From an optimization exercise on the open Yosys and OpenROAD flow, aimed at small area, a short achievable clock period and few clock cycles per item; shortcuts taken in it are not production practice. Function was not checked in any run shown here: the RTL went through the layout flow alone. Power is estimated from default activity; no workload was simulated.

==> design.v <==
module riscv_multicycle #(
  parameter int unsigned  N        = 32,
  parameter logic [N-1:0] RESET_PC = '0
) (
  input  logic                clk,
  input  logic                rst,
  output logic                mem_req,
  output logic                mem_we,
  output logic [N-1:0]        mem_addr,
  output logic [N-1:0]        mem_wdata,
  input  logic [N-1:0]        mem_rdata,
  input  logic                mem_ready,
  output logic                retire,
  output logic                trap,
  output logic [N-1:0]        pc_out
);
  localparam logic [6:0] OP_LOAD   = 7'b0000011;
  localparam logic [6:0] OP_STORE  = 7'b0100011;
  localparam logic [6:0] OP_R      = 7'b0110011;
  localparam logic [6:0] OP_IMM    = 7'b0010011;
  localparam logic [6:0] OP_BRANCH = 7'b1100011;
  localparam logic [6:0] OP_JAL    = 7'b1101111;
  logic [N-1:0] r_pc4;     
  logic [N-1:0] r_tgt;     
  logic [11:0]  r_dlo;     
  logic [N-13:0] r_dhi;    
  logic [N-13:0] r_dalt;   
  logic         r_dsel;    
  logic         r_take;    
  logic [N-1:0] r_p, r_g;  
  logic [4:0]   r_rd;
  logic         r_ld, r_jal, r_wb, r_sub, r_and, r_or, r_slt;
  logic         r_ag;      
  logic         r_dm;      
  logic         r_we;      
  logic         r_ret;     
  logic         r_ill;     
  logic [N-1:0] r_rf [1:31];
  logic [31:1]  r_v;       
  logic [31*N-1:0] w_rf;
  always_comb
    for (int k = 1; k < 32; k++) w_rf[(k-1)*N +: N] = r_rf[k];
  logic [N-1:0] w_res;
  rv_alu #(.N(N)) u_alu (
    .p(r_p), .g(r_g), .cin(r_sub), .op_and(r_and), .op_or(r_or), .op_slt(r_slt),
    .op_jal(r_jal), .pc4(r_pc4), .res(w_res)
  );
  logic [N-1:0] w_fa;      
  rv_bus #(.N(N)) u_bus (
    .m(r_dm), .dsel(r_dsel), .dlo(r_dlo), .dhi(r_dhi), .dalt(r_dalt),
    .t(r_take), .x(r_tgt), .y(r_pc4), .q(w_fa)
  );
  assign mem_req   = ~r_ill & ~r_ag;
  assign mem_we    = r_we;
  assign mem_addr  = w_fa;
  assign mem_wdata = r_g;
  assign retire    = r_ret;
  assign trap      = r_ill;
  assign pc_out    = r_pc4;
  logic w_facc, w_dacc;
  assign w_facc = mem_ready & ~r_dm & ~r_ill;
  assign w_dacc = mem_ready & r_dm & ~r_ag;
  logic [6:0] d_op, d_f7;
  logic [2:0] d_f3;
  logic [4:0] d_rd, d_rs1, d_rs2;
  logic       d_ld, d_st, d_r, d_i, d_br, d_jal, d_alu3, d_legal;
  logic [N-1:0] d_immi, d_imms, d_immb, d_immj;
  assign d_op  = mem_rdata[6:0];
  assign d_rd  = mem_rdata[11:7];
  assign d_f3  = mem_rdata[14:12];
  assign d_rs1 = mem_rdata[19:15];
  assign d_rs2 = mem_rdata[24:20];
  assign d_f7  = mem_rdata[31:25];
  assign d_alu3  = (d_f3 == 3'b000) || (d_f3 == 3'b111) || (d_f3 == 3'b110) || (d_f3 == 3'b010);
  assign d_ld    = (d_op == OP_LOAD)  && (d_f3 == 3'b010);
  assign d_st    = (d_op == OP_STORE) && (d_f3 == 3'b010);
  assign d_r     = (d_op == OP_R) && (((d_f7 == 7'b0000000) && d_alu3) ||
                                      ((d_f7 == 7'b0100000) && (d_f3 == 3'b000)));
  assign d_i     = (d_op == OP_IMM) && d_alu3;
  assign d_br    = (d_op == OP_BRANCH) && (d_f3 == 3'b000);
  assign d_jal   = (d_op == OP_JAL);
  assign d_legal = d_ld | d_st | d_r | d_i | d_br | d_jal;
  logic d_kmem;
  assign d_kmem = ~d_op[6] & ~d_op[4];    
  assign d_immi = {{(N-12){mem_rdata[31]}}, mem_rdata[31:20]};
  assign d_imms = {{(N-12){mem_rdata[31]}}, mem_rdata[31:25], mem_rdata[11:7]};
  assign d_immb = {{(N-13){mem_rdata[31]}}, mem_rdata[31], mem_rdata[7], mem_rdata[30:25],
                   mem_rdata[11:8], 1'b0};
  assign d_immj = {{(N-21){mem_rdata[31]}}, mem_rdata[31], mem_rdata[19:12], mem_rdata[20],
                   mem_rdata[30:21], 1'b0};
  logic         w_fwd1, w_fwd2, w_haz;
  logic [N-1:0] w_rfa, w_rfb, w_opa, w_opb;
  assign w_fwd1 = r_wb && (d_rs1 == r_rd);
  assign w_fwd2 = r_wb && (d_rs2 == r_rd);
  assign w_haz  = (d_ld | d_st) && w_fwd1;
  rv_rdport #(.N(N)) u_rda (
    .sel(d_rs1), .valid(r_v), .regs(w_rf), .ovr(r_ag), .alt(r_p), .q(w_rfa)
  );
  rv_rdport #(.N(N)) u_rdb (
    .sel(d_rs2), .valid(r_v), .regs(w_rf), .ovr(1'b0), .alt({N{1'b0}}), .q(w_rfb)
  );
  assign w_opa = w_fwd1 ? w_res : w_rfa;
  assign w_opb = w_fwd2 ? w_res : w_rfb;
  logic         d_sub;
  logic [N-1:0] w_bsel, w_bx;
  assign d_sub  = (d_r && d_f7[5] && (d_f3 == 3'b000)) || ((d_r || d_i) && (d_f3 == 3'b010));
  assign w_bsel = d_i ? d_immi : (d_kmem ? {N{1'b0}} : w_opb);
  assign w_bx   = d_sub ? ~w_bsel : w_bsel;
  logic [N-1:0] w_tgt;
  logic [11:0]  w_dlo;
  logic [N-13:0] w_dalt;
  logic         w_dsel;
  logic [11:0]  w_offs;
  logic         w_eq;
  always_comb begin
    if (r_ag)          w_offs = r_dhi[11:0];
    else if (d_op[5])  w_offs = d_imms[11:0];
    else               w_offs = d_immi[11:0];
  end
  assign w_tgt = w_fa + (d_op[2] ? d_immj : d_immb);
  rv_agen #(.N(N)) u_dad (.a(w_rfa), .off(w_offs), .lo(w_dlo), .alt(w_dalt), .sel(w_dsel));
  rv_eq   #(.N(N)) u_eq  (.a(w_opa), .b(w_opb), .eq(w_eq));
  logic         w_we;
  logic [N-1:0] w_wd;
  assign w_we = r_wb | (r_ld & w_dacc);
  assign w_wd = r_dm ? mem_rdata : w_res;
  always_ff @(posedge clk) begin
    for (int k = 1; k < 32; k++)
      if (w_we && r_rd == 5'(k)) r_rf[k] <= w_wd;
  end
  always_ff @(posedge clk or negedge rst) begin
    if (!rst) r_v <= '0;
    else
      for (int k = 1; k < 32; k++)
        if (w_we && r_rd == 5'(k)) r_v[k] <= 1'b1;
  end
  always_ff @(posedge clk) begin
    if (w_facc) begin
      r_p   <= w_opa ^ w_bx;
      r_g   <= d_kmem ? w_opb : (w_opa & w_bx);
      r_rd  <= d_rd;
      r_tgt <= w_tgt;
    end
    if (w_facc | r_ag) begin
      r_dlo  <= w_dlo;
      r_dhi  <= {w_rfa[N-1:24], (w_haz & ~r_ag) ? w_offs : w_rfa[23:12]};
      r_dalt <= w_dalt;
      r_dsel <= w_dsel;
    end
  end
  always_ff @(posedge clk or negedge rst) begin
    if (!rst) begin
      r_pc4  <= RESET_PC;
      r_take <= 1'b0;
      r_ld   <= 1'b0;
      r_jal  <= 1'b0;
      r_wb   <= 1'b0;
      r_sub  <= 1'b0;
      r_and  <= 1'b0;
      r_or   <= 1'b0;
      r_slt  <= 1'b0;
      r_ag   <= 1'b0;
      r_dm   <= 1'b0;
      r_we   <= 1'b0;
      r_ret  <= 1'b0;
      r_ill  <= 1'b0;
    end else begin
      r_ret <= 1'b0;
      if (w_facc) begin
        r_pc4  <= w_fa + N'(4);
        r_take <= d_jal | (d_br & w_eq);
        r_ld   <= d_ld;
        r_jal  <= d_jal;
        r_wb   <= (d_r | d_i | d_jal) && (d_rd != 5'd0);
        r_sub  <= d_sub;
        r_and  <= (d_f3 == 3'b111);
        r_or   <= (d_f3 == 3'b110);
        r_slt  <= (d_f3 == 3'b010);
        r_ag   <= w_haz;
        r_dm   <= d_ld | d_st;
        r_we   <= d_st;
        r_ret  <= d_r | d_i | d_br | d_jal;
        r_ill  <= !d_legal;
      end else if (r_ag) begin
        r_ag   <= 1'b0;
      end else if (w_dacc) begin
        r_dm   <= 1'b0;
        r_we   <= 1'b0;
        r_ret  <= 1'b1;
      end
    end
  end
endmodule
module rv_alu #(
  parameter int unsigned N = 32
) (
  input  logic [N-1:0] p,
  input  logic [N-1:0] g,
  input  logic         cin,
  input  logic         op_and,
  input  logic         op_or,
  input  logic         op_slt,
  input  logic         op_jal,
  input  logic [N-1:0] pc4,
  output logic [N-1:0] res
);
  logic [N-1:0] gg, pp, sum;
  logic         lt;
  always_comb begin
    gg = g;
    pp = p;
    gg[0] = g[0] | (p[0] & cin);
    for (int d = 1; d < N; d = d * 2)
      for (int i = N - 1; i >= d; i = i - 1) begin
        gg[i] = gg[i] | (pp[i] & gg[i-d]);
        pp[i] = pp[i] & pp[i-d];
      end
    sum = p ^ {gg[N-2:0], cin};
    lt  = p[N-1] ? sum[N-1] : g[N-1];
    if (op_jal)      res = pc4;
    else if (op_and) res = g;
    else if (op_or)  res = p | g;
    else if (op_slt) res = {{(N-1){1'b0}}, lt};
    else             res = sum;
  end
endmodule
module rv_rdport #(
  parameter int unsigned N = 32
) (
  input  logic [4:0]      sel,
  input  logic [31:1]     valid,
  input  logic [31*N-1:0] regs,
  input  logic            ovr,
  input  logic [N-1:0]    alt,
  output logic [N-1:0]    q
);
  logic [31:0]     oh;
  logic [32*N-1:0] d;
  logic [4*N-1:0]  gq;
  always_comb begin
    oh[0] = ovr;
    for (int k = 1; k < 32; k++) oh[k] = (sel == 5'(k)) && valid[k] && !ovr;
  end
  assign d = {regs, alt};
  for (genvar g = 0; g < 4; g++) begin : grp
    rv_ao8n #(.N(N)) u_ao (.s(oh[8*g +: 8]), .d(d[8*g*N +: 8*N]), .qn(gq[g*N +: N]));
  end
  assign q = ~(gq[0 +: N] & gq[N +: N] & gq[2*N +: N] & gq[3*N +: N]);
endmodule
module rv_ao8n #(
  parameter int unsigned N = 32
) (
  input  logic [7:0]     s,
  input  logic [8*N-1:0] d,
  output logic [N-1:0]   qn
);
  logic [N-1:0] q;
  always_comb begin
    q = '0;
    for (int j = 0; j < 8; j++) q = q | ({N{s[j]}} & d[j*N +: N]);
  end
  assign qn = ~q;
endmodule
module rv_eq #(
  parameter int unsigned N = 32
) (
  input  logic [N-1:0] a,
  input  logic [N-1:0] b,
  output logic         eq
);
  assign eq = (a == b);
endmodule
module rv_bus #(
  parameter int unsigned N = 32
) (
  input  logic          m,
  input  logic          dsel,
  input  logic [11:0]   dlo,
  input  logic [N-13:0] dhi,
  input  logic [N-13:0] dalt,
  input  logic          t,
  input  logic [N-1:0]  x,
  input  logic [N-1:0]  y,
  output logic [N-1:0]  q
);
  assign q = m ? {dsel ? dalt : dhi, dlo} : (t ? x : y);
endmodule
module rv_agen #(
  parameter int unsigned N = 32
) (
  input  logic [N-1:0]  a,
  input  logic [11:0]   off,
  output logic [11:0]   lo,
  output logic [N-13:0] alt,
  output logic          sel
);
  localparam int unsigned H = N - 12;
  logic [12:0]  s13;
  logic [H-1:0] h, k, z;
  rv_addgp #(.N(13)) u_lo (.a({1'b0, a[11:0]}), .b({1'b0, off}), .s(s13));
  assign lo  = s13[11:0];
  assign sel = s13[12] ^ off[11];
  always_comb begin
    h = a[N-1:12];
    k = h ^ {H{off[11]}};
    z = k;
    for (int d = 1; d < H; d = d * 2)
      for (int i = H - 1; i >= d; i = i - 1)
        z[i] = z[i] & z[i-d];
    alt = h ^ {z[H-2:0], 1'b1};
  end
endmodule
module rv_add #(
  parameter int unsigned N = 32
) (
  input  logic [N-1:0] a,
  input  logic [N-1:0] b,
  input  logic         cin,
  output logic [N-1:0] s
);
  logic [N-1:0] p, g, t;
  always_comb begin
    p = a ^ b;
    g = a;
    t = p;
    g[0] = p[0] ? cin : a[0];
    for (int d = 1; d < N; d = d * 2)
      for (int i = N - 1; i >= d; i = i - 1) begin
        g[i] = t[i] ? g[i-d] : g[i];
        t[i] = t[i] & t[i-d];
      end
    s = p ^ {g[N-2:0], cin};
  end
endmodule
module rv_addgp #(
  parameter int unsigned N = 32
) (
  input  logic [N-1:0] a,
  input  logic [N-1:0] b,
  output logic [N-1:0] s
);
  logic [N-1:0] p, g, gg, pp;
  always_comb begin
    p = a ^ b;
    g = a & b;
    gg = g;
    pp = p;
    for (int d = 1; d < N; d = d * 2)
      for (int i = N - 1; i >= d; i = i - 1) begin
        gg[i] = gg[i] | (pp[i] & gg[i-d]);
        pp[i] = pp[i] & pp[i-d];
      end
    s = p ^ {gg[N-2:0], 1'b0};
  end
endmodule
==> run.sh <==
#!/bin/bash
# synth_recipe.tcl (not shown) runs the flow's synth.tcl, then flattens the netlist and writes it again
# the make line also repeats each setting of config.mk as NAME=value (left out here)
make -C /OpenROAD-flow-scripts/flow DESIGN_CONFIG=/design/flow/config.mk WORK_HOME=/design/flow/orfs CLKGATE_MAP_FILE= SYNTH_SCRIPT=/design/flow/synth_recipe.tcl finish
==> config.mk <==
export PLATFORM = sky130hd
export DESIGN_NAME = riscv_multicycle
export DESIGN_NICKNAME = riscv_multicycle
export VERILOG_FILES = /design/flow/design.v
export SDC_FILE = /design/flow/constraint.sdc
export NUM_CORES = 4
export LEC_CHECK = 0
export CAP_MARGIN = 20
export CELL_PAD_IN_SITES_DETAIL_PLACEMENT = 1
export CORE_MARGIN = 2
export CORE_UTILIZATION = 30
export PLACE_DENSITY = 0.4
export SETUP_SLACK_MARGIN = 4.65
export SLEW_MARGIN = 20
export SYNTH_HIERARCHICAL = 1
export TNS_END_PERCENT = 10
==> constraint.sdc <==
create_clock -name core_clock -period 9.0 [get_ports {clk}]
set_input_delay 1.8000 -clock core_clock [delete_from_list [all_inputs] [get_ports {clk}]]
set_output_delay 1.8000 -clock core_clock [all_outputs]
set_load 0.01 [all_outputs]
==> results of run 1 <==
## flip-flops by register name, summed over array words and instances (netlist names), 12 cells and up
register,flops
r_dalt,20
r_v,31
r_tgt,32
r_rf,992
r_p,32
r_g,32
r_dlo,12
r_pc4,32
r_dhi,20
## path summary, 6_finish.rpt
path / from / slack (ns) / endpoint
max: mem_rdata[24] / 4.29 / r_take
min: r_v[10] / 0.49 / r_v[10]
max reg2reg: r_p[0] / 4.50 / r_take
min reg2reg: r_v[10] / 0.49 / r_v[10]
max in group asynchronous: rst / 6.79 / r_dm
min in group asynchronous: rst / 0.92 / r_or
## synthesized netlist by cell type, types with 10 or more instances
library cell,count,area [sq um]
a211oi_1,10,75.07
a21o_1,24,180.2
a21oi_1,119,595.6
a22oi_1,1043,7830
a31oi_1,13,81.33
and3_1,68,425.4
and4_1,261,2286
buf_1,11,41.29
buf_2,182,910.9
buf_4,17,127.6
buf_6,30,337.8
clkbuf_1,52,195.2
clkbuf_8,10,137.6
dfrtp_1,76,1902
edfxtp_1,1146,34410
ha_1,77,963.4
inv_1,39,146.4
mux2_2,155,1745
mux2_4,10,150.1
mux2i_1,84,840.8
nand2_1,188,705.7
nand2b_1,16,100.1
nand3_1,32,160.2
nand4_1,95,594.3
nor2_1,134,503.0
nor2b_1,13,81.33
nor3_1,27,135.1
nor4_1,13,81.33
o211ai_1,10,75.07
o21ai_0,103,515.5
o21ai_1,17,85.08
o21bai_1,10,75.07
o22ai_1,10,62.56
or2_2,35,219.0
xnor2_1,91,797.0
xor2_1,81,709.4
## timing repair
action	4_1_cts	5_1_grt
buffers inserted	105	26
gates resized for setup	442	88
setup endpoints to repair	573	420
gates cloned	27	3
pin swaps	85	47
hold buffers	0	0
## through the flow
step | cell area [sq um] | std cells
3_3_place_gp | 64320 | 7120
4_1_cts | 71510 | 7510
6_report | 72070 | 7542
5_1_grt | 72060 | 7539
3_5_place_dp | 64320 | 7120
2_1_floorplan | 60170 | 4505
## layout make-up
class,instances,area (sq um),area share [%]
Antenna cell,3,7.507,0.01042
Clock buffer,197,3991,5.538
Clock inverter,61,561.8,0.7795
Inverter,41,156.4,0.2170
Multi-Input combinational cell,2953,23450,32.54
Sequential cell,1222,36320,50.40
Tap cell,2656,3323,4.611
Timing Repair Buffer,409,4257,5.906
## worst register-to-register path, delay by kind of cell, from the launching register on
kind | cells | cell delay [ns]
AOI/OAI and AO/OA | 7 | 1.73
DFF | 1 | 0.42
xor gates and xnor gates | 2 | 0.38
and+or+nand+nor | 6 | 1.26
adders and majority gates | 1 | 0.23
muxes | 1 | 0.37
## routing by layer
layer	vias to the layer above	GRT usage (%)
met5	-	0
met4	4	8.805
met3	409	4.028
met2	1719	42.10
met1	24320	35.69
li1	18950	-
## power groups by stage
stage	registers (mW)	clock network (mW)	logic (mW)
after CTS	7.19	5.95	3.42
after global routing	7.21	6.15	3.77
after detailed placement	7.30	0	3.20
final	7.19	5.85	3.54
after global placement	7.29	0	3.16
after floorplan	7.22	0	1.80
## logic make-up after synthesis
group / count (synthesis)
compound gates: 1434
flops: 1222
simple gates: 958
buf+inv: 350
mux: 250
xor+xnor: 172
fa+ha+maj: 79
other cells: 2
==> reports/results.ini, run 1 <==
[status]
status=finished clean

[clock_tree]
numClockSinks=1222
cts_root_buf=clkbuf_16
clk_pin_slew_ns=0.06
htree_levels=4
cts_tree=built
insertion_delay_ns=0.81
cts_buffers=146
cts_buffer_depth=3

[setup_path]
end_kind=flop
cp_slowest_cell=mux2_4
worst-path-stages=14
crit_family=simple AND/OR/NAND/NOR gates
r2r_cells=17
critPathRequiredTime_ns=9.72
start_kind=primary input
crit_arrival_ns=5.43
crit_fanout=22
slowest_delay_ns=0.42
critical_path_class=primary input to flop
cp_cell_sequence=buf_4, and4bb_2, and3_4, buf_6, a22oi_1, and4_4, nand4_1, mux2_4, xor2_1, nor4_4, nand4_1, nor2_2, nand2_1, a31oi_1
crit_top_cell=nand4_1
path_buf_inv=2

[floorplan]
start_util_pct=30.13
die_h_um=451.3
ios=135
coreArea_sq_mm=0.1992
core.rowCount=164
dieArea_sq_mm=0.2037
die_x_um=451.3

[sta]
timing.setup.tns_ns=0
rsz0062_at_grt=true
fin_skew_ns=0.04009
max_slew_margin_pct=32.36
min_period_ns=4.707
worst_pin_slew_ns=1.012
setup_viol_count_final=0
timing.fmax_ghz=0.2124
timing.hold.ws_ns=0.4936
hold_viol=0
setup_ws_ns=4.293
min_period_over_period_pct=52.30
maxSlewViolCount=0

[global_route]
track_usage_pct=26.10
antenna_found_initial=13
grt_max_degree=75
grt_pass1_wl_mm=375.8
grt_overflow=0
grt_pass1_vias=45480

[power_and_ir_drop]
pwr-share-comb_pct=21.4
p_int_mw=11.56
peakVddDrop_mv=0.1778
power.density_mw_per_mm2=230.0
totalPowerFinal_mw=16.58
clock_power_share_pct=35.3
swShare_pct=30.25
p_leak_nw=22.68
pwr-share-seq_pct=43.4
p_sw_mw=5.015

[logic_synthesis]
ys_types=110
synth_xor_xnor_area_share_pct=2.510
synth.mux.area_fraction_pct=4.596
yosys.area_share.simple_pct=10.18
synth_seq_cells=1222
syn_area_sq_mm=0.06003
yosys_most_used_dff=edfxtp_1
synth_compound_area_share_pct=17.13
yosys.area_share.adder_pct=1.672
ys.warnings.count=13
synth-edff-count=1146
ys_seq_area_share_pct=60.50
ys_async_sr_fraction_pct=6.219
syn_area_per_cell_sq_um=13.44
synth_top_family_by_area=compound AO/OA/AOI/OAI gates
netlist_instances=4467

[place]
dp_worst_setup_slack_ns=1.784
gp_congestion=0.8924
numPortBuffers=134
hpwl_mm=176.0

[drt]
firstDrtPassIters=6
wl_met2_mm=127.5
detail_route.iter0.violations=4742
wirelength_mm=274.0
wl_per_cell_um=36.32
wl_met1_mm=120.7
highest_layer=met5
ant_nets=0
post_drt_via_cell_ratio=6.020
wl_met3_mm=16.07
drc=0
num_vias=45400

[cells_and_area]
post-route-util_pct=36.17
final_common_cell=edfxtp_1
mostFrequentLayoutCells=1146 x edfxtp_1, 1035 x a22oi_1, 196 x buf_4, 189 x and4_1, 187 x nand2_1
fill_cells=20700
nNetsFinal=4887
drive_above_1_share_pct=21.03
area.growth.synth_to_final_pct=20.06

[hold_path]
holdPathStages=1
hold_path_class=flop to flop

[flow_run]
cap_violations=0

==> inputs of run 2 (changes only) <==
--- a/config.mk
+++ b/config.mk
@@ -12,3 +12,3 @@
 export PLACE_DENSITY = 0.4
-export SETUP_SLACK_MARGIN = 4.65
+export SETUP_SLACK_MARGIN = 4.9
 export SLEW_MARGIN = 20
==> run 2 against run 1 <==
  * Still clean
  * Wire length is 7.7% higher
  * Hold slack worse by 0.0044 ns
  * Global-route usage is 1.9 points higher
  * Critical endpoint unchanged
  * Critical path depth is 1 higher
  * Combinational power is 7.3% higher
  * Largest power group unchanged
  * Register-to-register slack hardly changed
==> reports/results.ini, run 2 <==
[cells_and_area]
finalInstanceArea_sq_mm=0.07520  ; +4.3%
top_register=r_rf
area.growth.synth_to_final_pct=25.27
nNetsFinal=5090  ; +4.2%
drive_above_1_share_pct=26.95  ; +5.9 points
finalNonFillerCells=7758  ; +2.9%
largest_reg_flops=992  ; unchanged
mostFrequentLayoutCells=1146 x edfxtp_1, 987 x a22oi_1, 336 x buf_4, 186 x nand2_1, 173 x and4_1
final_common_cell=edfxtp_1

[setup_path]
crit_arrival_ns=5.33  ; -0.10 ns
crit_top_cell=nand4_1
start_kind=primary input
end_kind=flop
cp_cell_sequence=buf_12, buf_8, and4bb_2, and3_4, buf_4, a22oi_1, and4_4, nand4_1, mux2_4, xor2_2, nor4_4, nand4_1, nor2_1, nand2_1, a31oi_1
crit_family=simple AND/OR/NAND/NOR gates
critPathRequiredTime_ns=9.72  ; about the same
slowest_delay_ns=0.48  ; +0.06 ns
critical_path_class=primary input to flop
path_buf_inv=3  ; +1
crit_fanout=12  ; -45%
cp_slowest_cell=nor4_4

[power_and_ir_drop]
clock_power_share_pct=35.4  ; about the same
p_int_mw=11.81  ; +2.1%
totalPowerFinal_mw=17.07  ; +2.9%
pwr-share-seq_pct=42.3  ; -1.1 points
power.density_mw_per_mm2=226.9  ; -1.3%
swShare_pct=30.78  ; +0.53 points
pwr-share-comb_pct=22.3  ; +0.9 points
peakVddDrop_mv=0.1444  ; -19%
p_leak_nw=24.21  ; +6.7%
p_sw_mw=5.252  ; +4.7%

[logic_synthesis]
yosys-top-cells-count=1146 x edfxtp_1, 1043 x a22oi_1, 261 x and4_1
netlist_instances=4467  ; unchanged
yosys.area.top_type=edfxtp_1
synth_seq_cells=1222  ; unchanged
netlist.area_leader.share_pct=57.33  ; unchanged
ys_seq_area_share_pct=60.50  ; unchanged
ys.warnings.count=13  ; unchanged
synthMostInstantiatedCell=edfxtp_1
yosys_most_used_dff=edfxtp_1
syn_area_sq_mm=0.06003  ; unchanged
ys_async_sr_fraction_pct=6.219  ; unchanged
syn_area_per_cell_sq_um=13.44  ; unchanged
synth-edff-count=1146  ; unchanged
synth.area.top_cells=edfxtp_1 57%, a22oi_1 13%, and4_1 3.8%
ys_types=110  ; unchanged

[drt]
post_drt_via_cell_ratio=6.053  ; +0.54%
detail_route.iter0.violations=5167  ; +9.0%
drc=0  ; unchanged
wl_per_cell_um=38.03  ; +4.7%
num_vias=46960  ; +3.4%
ant_nets=0  ; unchanged
firstDrtPassIters=8  ; +2
wirelength_mm=295.0  ; +7.7%

[sta]
worst_pin_slew_ns=0.9749  ; -0.03727 ns
maxSlewViolCount=0  ; unchanged
timing.hold.ws_ns=0.4892  ; -0.004413 ns
timing.fmax_ghz=0.2171  ; +2.2%
max_slew_margin_pct=34.32  ; +2.0 points
setup_viol_count_final=0  ; unchanged
min_period_over_period_pct=51.18  ; -1.1 points
fin_skew_ns=0.04298  ; +0.002891 ns
rsz0062_at_grt=true
min_period_ns=4.606  ; -0.1011 ns
timing.setup.tns_ns=0  ; unchanged
hold_viol=0  ; unchanged

[floorplan]
start_util_pct=30.13  ; unchanged
core.rowCount=164  ; unchanged
ios=135  ; unchanged
die_x_um=451.3  ; unchanged
coreArea_sq_mm=0.1992  ; unchanged
dieArea_sq_mm=0.2037  ; unchanged
die_h_um=451.3  ; unchanged

[place]
numPortBuffers=134  ; unchanged
hpwl_mm=184.9  ; +5.0%
gp_congestion=0.8942  ; +0.20%
postPlaceCellArea_sq_mm=0.06459  ; +0.42%
placed_cells=7142  ; +0.31%

[clock_tree]
clk_pin_slew_ns=0.06  ; about the same
cts_buffer_depth=3  ; unchanged
cts_tree=built
cts_buffers=146  ; unchanged
htree_levels=4  ; unchanged
cts_root_buf=clkbuf_16
numClockSinks=1222  ; unchanged
insertion_delay_ns=0.82  ; about the same

[flow_run]
cap_violations=0  ; unchanged

[global_route]
grt_overflow=0  ; unchanged
track_usage_pct=28.04  ; +1.9 points
grt_pass1_vias=47450  ; +4.3%
grt_max_degree=71  ; -5.3%
antenna_found_initial=12  ; -1
grt_pass1_wl_mm=398.4  ; +6.0%

[status]
status=finished clean

[hold_path]
hold_path_class=flop to flop

-- run 2: what timing repair did --
item                                     CTS  global route
hold buffers                               0             0
setup buffers                            235            54
pin swaps                                200            57
cloned                                    50             3
endpoints found under the setup margin  1175          1058
gates resized for setup                  748            92
-- run 2: power groups by stage --
stage	clock, mW	sequential (mW)	combinational, mW
after floorplan	0	7.22	1.81
after global placement	0	7.33	3.24
after detailed placement	0	7.33	3.27
after CTS	6.14	7.22	3.66
after global routing	6.34	7.24	4.01
final	6.04	7.22	3.80
-- run 2: metrics by stage --
| step | util [%] | setup slack [ns] |
|---|---|---|
| detailed placement | 32.42 | 1.712 |
| global route | 37.74 | 4.357 |
| floorplan | - | 4.536 |
| finish | 37.74 | 4.394 |
| global placement | 32.42 | 1.703 |
| CTS | 37.32 | 4.432 |
-- run 2: worst paths after layout --
kind                                from       end  slack [ns]  cells after the start
max                        mem_rdata[24]    r_take        4.39                     15
min                              r_v[17]   r_v[17]        0.49                      1
max reg2reg                       r_p[0]    r_take        4.49                     20
min reg2reg                      r_v[17]   r_v[17]        0.49                      1
max in group asynchronous            rst    r_take        6.83                      2
min in group asynchronous            rst  r_pc4[9]        0.96                      1
-- run 2: area by class of cell --
type,count,area (sq um)
Antenna cell,8,20.02
Clock buffer,188,3949
Clock inverter,78,819.5
Fill cell,20540,124000
Inverter,41,156.4
Multi-Input combinational cell,2967,24370
Sequential cell,1222,36320
Tap cell,2656,3323
Timing Repair Buffer,598,6238
-- run 2: logic make-up (layout without fill, tap and decap cells) --
family                     Yosys count  count (layout)  synth area share (%)
xor gates and xnor gates           172             172                 2.510
adders and majority gates           79              79                 1.672
AOI/OAI and AO/OA                 1434            1434                 17.13
muxes                              250             250                 4.596
other                                2              48               0.01251
and+or+nand+nor                    958             992                 10.18
buffers and inverters              350             905                 3.406
DFF                               1222            1222                 60.50
-- run 2: routing by layer --
layer	GRT usage (%)	vias to the layer above	share of wire [%]	routed length, um
li1	-	19400	-	-
met2	45.72	2130	47	138900
met1	35.06	24860	40	117700
met5	0	-	0	0
met3	5.527	571	7.1	21060
met4	14.91	0	5.9	17330

==> port drivers added, routing unchanged <==
Ports are ideal in the flow. The routed layouts listed here were re-timed in OpenROAD.
Step 1 assumes that a clkbuf_16 drives the clock port and a buf_2 every other input.
Step 2 also shifts input and output timing later by t, the mid clock arrival at the registers, as if the neighbouring blocks saw the same clock.
a / b / c = ideal / step 1 / step 2; a / b = the first two.
run	shift t [ns]	setup WS [ns]	hold WS [ns]
run 1	0.884	4.293 / 4.350 / 3.466	0.494 / 0.494 / 0.494
run 2	0.885	4.394 / 4.363 / 3.478	0.489 / 0.489 / 0.489
After both steps setup and hold are still met in every run listed. For run 2, which loses most, drivers alone change the setup slack by -0.031 ns; drivers and shift together by -0.916 ns.
